This is an optimization exercise on Yosys and OpenROAD, whose aim is small area, a short achievable clock period and few clock cycles per item, not a production implementation. The RTL was checked by simulation tests, not by an equivalence proof against the original design. Power is estimated from default activity; no workload was simulated.

Setup of job 2238:
// float_to_pcm24_output_conditioner_top
module float_to_pcm24_output_conditioner_top (
   input  logic                clock,
   input  logic                reset,
   input  logic                req_valid,
   output logic                req_stall,
   input  logic [31:0]         req_left_sample_bits,
   input  logic [31:0]         req_right_sample_bits,
   output logic                rsp_valid,
   input  logic                rsp_stall,
   output logic signed [23:0]  rsp_left_word,
   output logic signed [23:0]  rsp_right_word,
   output logic [15:0]         rsp_peak_x1000,
   output logic [15:0]         rsp_nan_total,
   input  logic                csr_wr_en,
   input  logic [16:0]         csr_wr_data
);
Size in the first run: roughly 170 I/O pins, about 37000 um^2 of cells after synthesis.
clock: 10.0 ns
lec_check: 0
cap_margin: 20
core_margin: 2
core_utilization: 50
cts_buf_list: sky130_fd_sc_hd__clkbuf_4 sky130_fd_sc_hd__clkbuf_8
setup_slack_margin: 5
slew_margin: 20
synth_hierarchical: 1
synth_minimum_keep_size: 0
standard.sh (not shown) runs the stock make flow with config.mk's settings and CLKGATE_MAP_FILE= SYNTH_SCRIPT=/design/flow/synth_recipe.tcl, a recipe that flattens the netlist after the stock synthesis.
==> flow/flow/run.sh <==
#!/bin/bash
# The standard layout (the standard.sh, all steps), with the port buffers
# that global placement inserts made of the smallest plain buffer instead of
# the flow's default choice; repair may still resize them. Each tool's output
# goes to standard.log here; ORFS's own per-step logs stay under orfs/logs.
set -euo pipefail
export BUFFER_PORTS_ARGS="-buffer_cell sky130_fd_sc_hd__buf_1"
bash standard.sh > standard.log 2>&1
Testbench counts of job 2238, summed over its fixed seeds: cycles 4,824, items 4,800.
## Diff of input files: job 6398 against job 2238
Settings: CELL_PAD_IN_SITES_DETAIL_PLACEMENT newly set to 1; CORE_UTILIZATION changed from 50 to 40; CELL_PAD_IN_SITES_GLOBAL_PLACEMENT newly set to 2.
Results
The power attributed to sequential cells on job 2238 is in line with that on job 6398. Summary — global-route met2 utilization, job 6398 relative to job 2238: lower, by 4.3 points. Job 2238 -> job 6398: final number of hold-violating endpoints delta 0, exact match. Job 2238 → job 6398: proportion of power drawn by the clock network stayed essentially flat, achievable frequency down 0.84%. Taking job 2238 over job 6398, the wire length ratio works out to 0.901. Going from job 2238 to job 6398, the length in cells of the worst reg-to-reg path was found to have gone up by 1. Wire length of the first global-routing pass, job 6398 vs job 2238: up by a little under 10%. On total power, job 6398 does worse than job 2238.

========
float_to_pcm24_output_conditioner_top, a different RTL version from the one above (not shown whole).
Size in the first run: roughly 42000 um^2 of cells after synthesis.
export LEC_CHECK = 0
export ABC_AREA = 1
export CAP_MARGIN = 20
export CORE_MARGIN = 2
export CORE_UTILIZATION = 60
export CTS_BUF_LIST = sky130_fd_sc_hd__clkbuf_4 sky130_fd_sc_hd__clkbuf_8
export SETUP_SLACK_MARGIN = 5
export SLEW_MARGIN = 20
export SYNTH_HIERARCHICAL = 1
export SYNTH_MINIMUM_KEEP_SIZE = 0
create_clock -name core_clock -period 10.0 [get_ports {clock}]
Scripts as last shown in full above: flow/flow/run.sh
The baseline passed the timing, design-rule and antenna checks.
Testbench counts at the start, summed over its fixed seeds: cycles 4,824, items 4,800.
==> next run, changes <==
==> flow/flow/run.sh (replaced) <==
#!/bin/bash
# The standard layout (the standard.sh, all steps), with two changes to
# how it is made: the port buffers that global placement inserts are made of
# the smallest plain buffer (repair may still resize them), and timing repair
# aims for 5.4 ns of setup slack at the design's 10 ns clock. Each tool's
# output goes to standard.log here; ORFS's per-step logs stay under orfs/logs.
set -euo pipefail
export BUFFER_PORTS_ARGS="-buffer_cell sky130_fd_sc_hd__buf_1"
export SETUP_SLACK_MARGIN=5.4
bash standard.sh > standard.log 2>&1
CELL_PAD_IN_SITES_DETAIL_PLACEMENT = 1   (was not set)
CELL_PAD_IN_SITES_GLOBAL_PLACEMENT = 2   (was not set)
CORE_UTILIZATION = 40   (was 60)
SETUP_SLACK_MARGIN = not set   (was 5)
What happened: Wire length came out higher by 23%; setup slack is better by 42 ps; total power climbs by 26%; register-to-register slack gains 40 ps; flip-flop and latch count stays the same; cell count went up by 9.0%; final area went up by 9.2%; area after synthesis is unchanged; sequential share of layout area went down by 1.5 points.
==> next run, changes <==
==> flow/flow/run.sh (replaced) <==
#!/bin/bash
# The standard layout (the standard.sh, all steps), with the port buffers
# that global placement inserts made of the smallest plain buffer instead of
# the flow's default choice; repair may still resize them. Each tool's output
# goes to standard.log here; ORFS's own per-step logs stay under orfs/logs.
set -euo pipefail
export BUFFER_PORTS_ARGS="-buffer_cell sky130_fd_sc_hd__buf_1"
bash standard.sh > standard.log 2>&1
SETUP_SLACK_MARGIN = 4.6   (was not set)
The changed run passed the timing, design-rule and antenna checks; worst setup slack degrades by 390 ps; global-route usage shrinks by 1.8 points; clock skew rose by 55 ps; critical path depth grows by 2; final area is lower by 11%.
==> next run, changes <==
==> flow/run.sh (new file) <==
#!/bin/bash
# synth_recipe.tcl (not shown) runs the flow's synth.tcl, then flattens the netlist and writes it again
# the make line also repeats each setting of config.mk as NAME=value (left out here)
make -C /OpenROAD-flow-scripts/flow DESIGN_CONFIG=/design/flow/config.mk WORK_HOME=/design/flow/orfs CLKGATE_MAP_FILE= SYNTH_SCRIPT=/design/flow/synth_recipe.tcl finish
SETUP_SLACK_MARGIN = 5   (was 4.6)
removed: flow/flow/run.sh
removed: flow/standard.sh
Outcome:
- The new run ran to the end with no violations
- wire length came out higher by about 3%
- cell count grows by about 1.8%
- sequential power stays flat
- die area does not change
==> next run, changes <==
==> flow/flow/run.sh (new file) <==
#!/bin/bash
# The standard layout (the standard.sh, all steps), with the port buffers
# that global placement inserts made of the smallest plain buffer instead of
# the flow's default choice; repair may still resize them. Each tool's output
# goes to standard.log here; ORFS's own per-step logs stay under orfs/logs.
set -euo pipefail
export BUFFER_PORTS_ARGS="-buffer_cell sky130_fd_sc_hd__buf_1"
bash standard.sh > standard.log 2>&1
==> flow/standard.sh (new file) <==
#!/bin/bash
# synth_recipe.tcl (not shown) runs the flow's synth.tcl, then flattens the netlist and writes it again
# the make line also repeats each setting of config.mk as NAME=value (left out here)
make -C /OpenROAD-flow-scripts/flow DESIGN_CONFIG=/design/flow/config.mk WORK_HOME=/design/flow/orfs CLKGATE_MAP_FILE= SYNTH_SCRIPT=/design/flow/synth_recipe.tcl "${@:-finish}"
CORE_UTILIZATION = 55   (was 40)
removed: flow/run.sh
After rerunning: The changed run did not get past global placement without I/O (3_1_place_gp_skip_io), error GPL-0301; area after synthesis stays the same; synthesized cell count stays the same.

-- afterwards: timing with drivers on the ports --
How much do the figures lean on ideal ports? The routed layouts below were timed once more, with nothing changed but the port constraints. Step 1 assumes that a clkbuf_16 drives the clock port and a buf_2 every other input. Step 2 adds t to the input delays and takes it off the output delays; t is the mean of the earliest and latest rising clock arrival at the registers after step 1. Input paths then give back, and output paths get back, about the clock's delay inside the block. a / b / c = ideal / step 1 / step 2; a / b = the first two.
run	t, ns	slack for setup (ns)	clock arrival spread, ns	worst data-port slew with drivers (ns)	pins driven straight from the clock port
job 2238	0.744	4.726 / 4.726 / 4.690	0.041 / 0.041	0.08	1
job 6398	0.803	4.681 / 4.681 / 4.587	0.044 / 0.045	0.10	1
the first run of note 2	0.776	5.060 / 5.060 / 5.060	0.073 / 0.074	0.06	1
the second run of note 2	0.788	5.103 / 5.103 / 5.103	0.033 / 0.033	0.05	1
the third run of note 2	0.811	4.708 / 4.708 / 4.708	0.091 / 0.091	0.13	1
the fourth run of note 2	0.754	5.025 / 5.004 / 5.004	0.053 / 0.052	0.06	1
After both steps every run listed still meets setup and hold. For job 6398, which loses most, drivers alone change the setup slack by 0.000 ns; drivers and shift together by -0.094 ns.
